This design comes from an exercise in tuning for small area on the open sky130 flow, not from production work. Power and IR drop assume default switching activity.

## violet
==> flow/design.v <==
`timescale 1ns/1ps
`default_nettype none
module knob_calc_top (
        input  logic         clk,
        input  logic         reset,
        input  logic         rot,
        input  logic [3:0]   bits,
        output logic [127:0] line1,
        output logic [127:0] line2
);
        logic        rot_q;
        logic [3:0]  c;
        logic [2:0]  opcode;
        logic [3:0]  lo;
        logic [4:0]  addr;
        logic [15:0] tmp_a;      
        logic [15:0] tmp_b;      
        logic        pend;       
        logic        wr_pend;    
        logic        disp_q;
        logic [2:0]  p;
        logic        clr;
        logic [15:0] l1;
        logic [15:0] l2;
        logic        shown;
        logic [15:0] ring [4][8];
        wire turn = rot & ~rot_q;
        wire op_write  = (opcode == 3'd0);
        wire op_read   = (opcode == 3'd1);
        wire op_pair   = (opcode == 3'd2);
        wire op_sub    = (opcode == 3'd6);
        wire op_shift  = (opcode == 3'd7);
        wire op_addsub = (opcode == 3'd5) || op_sub;
        logic [3:0] c_last;
        always_comb begin
                case (opcode)
                        3'd1:    c_last = 4'd4;
                        3'd2:    c_last = 4'd6;
                        3'd7:    c_last = 4'd7;
                        default: c_last = 4'd8;
                endcase
        end
        wire t_hi   = turn && !op_write && ((c == 4'd2) || (c == 4'd4 && !op_read) || (c == 4'd6 && op_addsub))
                   || turn && op_write && (c == 4'd2);
        wire t_read = t_hi && ((c == 4'd2 && !op_write) || (c == 4'd4 && (op_pair || op_addsub)));
        wire t_data = turn && op_write && (c >= 4'd3) && (c <= 4'd6);
        wire t_shft = turn && op_shift && (c == 4'd5);
        wire t_add  = turn && op_addsub && (c == 4'd7);
        wire t_wr   = (turn && op_write && (c == 4'd6)) || t_shft || t_add;
        wire second = c[2] && (c[1] || c[0]);
        wire        rmatch = (addr[1:0] == p[1:0]);
        wire        tap4 = addr[2] ^ p[2];
        wire [15:0] rraw = tap4 ? ring[addr[4:3]][4] : ring[addr[4:3]][0];
        wire [15:0] rv = clr ? 16'h0000 : rraw;
        wire        cap = pend && rmatch;
        wire        cap_a = cap && (op_pair ? !second : second);
        wire        cap_b = cap && !cap_a;
        wire [15:0] sum = op_sub ? tmp_b - tmp_a : tmp_b + tmp_a;
        wire        wnow = wr_pend && (addr[2:0] == p);
        wire [15:0] wdata = clr ? 16'h0000 : tmp_b;
        always_ff @(posedge clk) begin
                for (int r = 0; r < 4; r++) begin
                        for (int k = 0; k < 7; k++)
                                ring[r][k] <= ring[r][k+1];
                        ring[r][7] <= (clr || (wnow && addr[4:3] == r[1:0])) ? wdata : ring[r][0];
                end
        end
        always_ff @(posedge clk) begin
                if (reset) begin
                        rot_q   <= 1'b0;
                        c       <= 4'd0;
                        pend    <= 1'b0;
                        wr_pend <= 1'b0;
                        disp_q  <= 1'b0;
                        p       <= 3'd0;
                        clr     <= 1'b1;
                end else begin
                        rot_q  <= rot;
                        disp_q <= 1'b0;
                        p      <= p + 3'd1;
                        if (p == 3'd7)
                                clr <= 1'b0;
                        if (cap)
                                pend <= 1'b0;
                        if (t_read)
                                pend <= 1'b1;
                        if (wnow)
                                wr_pend <= 1'b0;
                        if (t_wr)
                                wr_pend <= 1'b1;
                        if (turn) begin
                                if (c == 4'd0) begin
                                        if (bits[2:0] != 3'd3 && bits[2:0] != 3'd4)
                                                c <= 4'd1;
                                end else if (c == c_last) begin
                                        c      <= 4'd0;
                                        disp_q <= 1'b1;
                                end else begin
                                        c <= c + 4'd1;
                                end
                        end
                end
        end
        always_ff @(posedge clk) begin
                if (turn && c == 4'd0)
                        opcode <= bits[2:0];
                if (turn)
                        lo <= bits;
                if (t_hi)
                        addr <= {bits[0], lo};
                if (cap_a)
                        tmp_a <= rv;
                if (cap_b)
                        tmp_b <= rv;
                else if (t_add)
                        tmp_b <= sum;
                else if (t_shft)
                        tmp_b <= tmp_b << bits;
                else if (t_data)
                        tmp_b <= {bits, tmp_b[15:4]};
        end
        always_ff @(posedge clk) begin
                if (reset) begin
                        l1    <= 16'h0000;
                        l2    <= 16'h0000;
                        shown <= 1'b0;
                end else if (disp_q) begin
                        l1    <= op_pair ? tmp_a : {11'd0, addr};
                        l2    <= tmp_b;
                        shown <= 1'b1;
                end
        end
        for (genvar i = 0; i < 16; i++) begin : g_char
                assign line1[i*8 +: 8] = {2'b00, shown, shown, 3'b000, l1[i]};
                assign line2[i*8 +: 8] = {2'b00, shown, shown, 3'b000, l2[i]};
        end
endmodule
`default_nettype wire
export LEC_CHECK = 0
export CAP_MARGIN = 20
export CORE_MARGIN = 2
export CORE_UTILIZATION = 40
export SLEW_MARGIN = 20
create_clock -name core_clock -period 5.0 [get_ports {clk}]
standard.sh (not shown) runs the stock make flow with config.mk's settings and CLKGATE_MAP_FILE= SYNTH_SCRIPT=/design/flow/synth_recipe.tcl, a recipe that flattens the netlist after the stock synthesis.
==> flow/flow/run.sh <==
#!/bin/bash
# Layout flow: the standard flow (standard.sh), with
#  - smaller port buffers and a clock tree without dummy loads (ORFS env knobs),
#  - the constant-0 output ports of eight characters sharing one tie cell
#    (flow/ties.tcl, run on the placed design before clock tree synthesis).
# Each tool's output goes to a log file of its own in the work folder.
set -euo pipefail
W=$(pwd)
export RESULTS=$W/orfs/results/$FLOW_PLATFORM/knob_calc_top/base
export BUFFER_PORTS_ARGS="-buffer_cell sky130_fd_sc_hd__buf_1"
export CTS_ARGS="-sink_clustering_enable -repair_clock_nets -dont_use_dummy_load $(cat $W/flow/cts_args.txt)"
bash standard.sh place > $W/log_standard_place.log 2>&1
openroad -no_init -exit $W/flow/ties.tcl > $W/log_ties.log 2>&1
bash standard.sh > $W/log_standard_finish.log 2>&1
==> flow/flow/cts_args.txt <==
-sink_clustering_size 20 -sink_clustering_max_diameter 60 -buf_list sky130_fd_sc_hd__clkbuf_8
==> flow/flow/ties.tcl <==
# Let the constant-0 output ports of eight neighbouring characters share a single
# tie cell. repair_tie_fanout gives every constant port a tie cell of its own;
# here the ports line<n>[8i+k] of characters 8j to 8j+7 (n = 1, 2) are put on
# the net of one of them and the other tie cells are deleted.
read_db $::env(RESULTS)/3_place.odb
set block [ord::get_db_block]
array set keep {}
set removed 0
foreach inst [$block getInsts] {
  if {[[$inst getMaster] getName] ne "sky130_fd_sc_hd__conb_1"} { continue }
  set net [[$inst findITerm LO] getNet]
  if {$net eq "NULL"} { continue }
  set bterms [$net getBTerms]
  if {[llength $bterms] != 1 || [llength [$net getITerms]] != 1} { continue }
  set bt [lindex $bterms 0]
  if {![regexp {^(line[12])\[(\d+)\]$} [$bt getName] -> ln bit]} { continue }
  set key "$ln/[expr {$bit / 64}]"
  if {![info exists keep($key)]} {
    set keep($key) $net
    continue
  }
  $bt disconnect
  $bt connect $keep($key)
  odb::dbInst_destroy $inst
  odb::dbNet_destroy $net
  incr removed
}
puts "ties.tcl: removed $removed tie cells, [array size keep] kept"
write_db $::env(RESULTS)/3_place.odb
The following lists how onyx was set up differently from violet:
--- a/flow/design.v
+++ b/flow/design.v
@@ -50,11 +50,10 @@
         wire second = c[2] && (c[1] || c[0]);
         wire        rmatch = (addr[1:0] == p[1:0]);
-        wire        tap4 = addr[2] ^ p[2];
-        wire [15:0] rraw = tap4 ? ring[addr[4:3]][4] : ring[addr[4:3]][0];
-        wire [15:0] rv = clr ? 16'h0000 : rraw;
+        wire        tap4 = (addr[2] ^ p[2]) || clr;
+        wire [15:0] rv = tap4 ? ring[addr[4:3]][4] : ring[addr[4:3]][0];
         wire        cap = pend && rmatch;
         wire        cap_a = cap && (op_pair ? !second : second);
         wire        cap_b = cap && !cap_a;
-        wire [15:0] sum = op_sub ? tmp_b - tmp_a : tmp_b + tmp_a;
+        wire [15:0] sum = tmp_b + (tmp_a ^ {16{op_sub}}) + {15'd0, op_sub};
         wire        wnow = wr_pend && (addr[2:0] == p);
         wire [15:0] wdata = clr ? 16'h0000 : tmp_b;
The higher met2 global-route usage came out of onyx. onyx reached the final stage; the timing, design-rule and antenna checks on its layout passed. onyx vs. violet: fraction of met1 tracks used by global routing essentially unchanged, final cell count decreased 3.0%. The final worst-path cycle share of onyx is higher than that of violet. Number of distinct library cells after synthesis (onyx over violet): decrease, 1.3%. The lower share of final-layout standard cells stronger than drive strength 1 of onyx and violet is in violet. In the tables for onyx and violet, path depth of the worst reg2reg path reads lower with onyx. onyx and violet ended up with nearly the same proportion of total power due to net switching.
No functional check of the RTL was part of any run of this note.

separate check: timing with driven ports:
The results above use ideal ports. As a check the final layouts listed here were re-extracted and re-timed, cells and wires unchanged.
Step 1 assumes that a clkbuf_16 drives the clock port and a buf_2 every other input.
Step 2 moves the port delays by t, midway between the first and last clock arrival at a register: inputs arrive t later, outputs are due t later. That takes back most of the time a late clock gives input paths.
a / b / c = ideal / step 1 / step 2; a / b = the first two.
run | t, ns | slack for setup (ns) | hold WS [ns] | worst slew at a driven data input, ns
violet | 0.607 | 1.178 / 1.178 / 1.178 | 0.303 / 0.303 / 0.303 | 0.06
onyx | 0.625 | 0.967 / 0.967 / 0.967 | 0.257 / 0.257 / 0.257 | 0.07
After both steps every run listed still meets setup and hold.
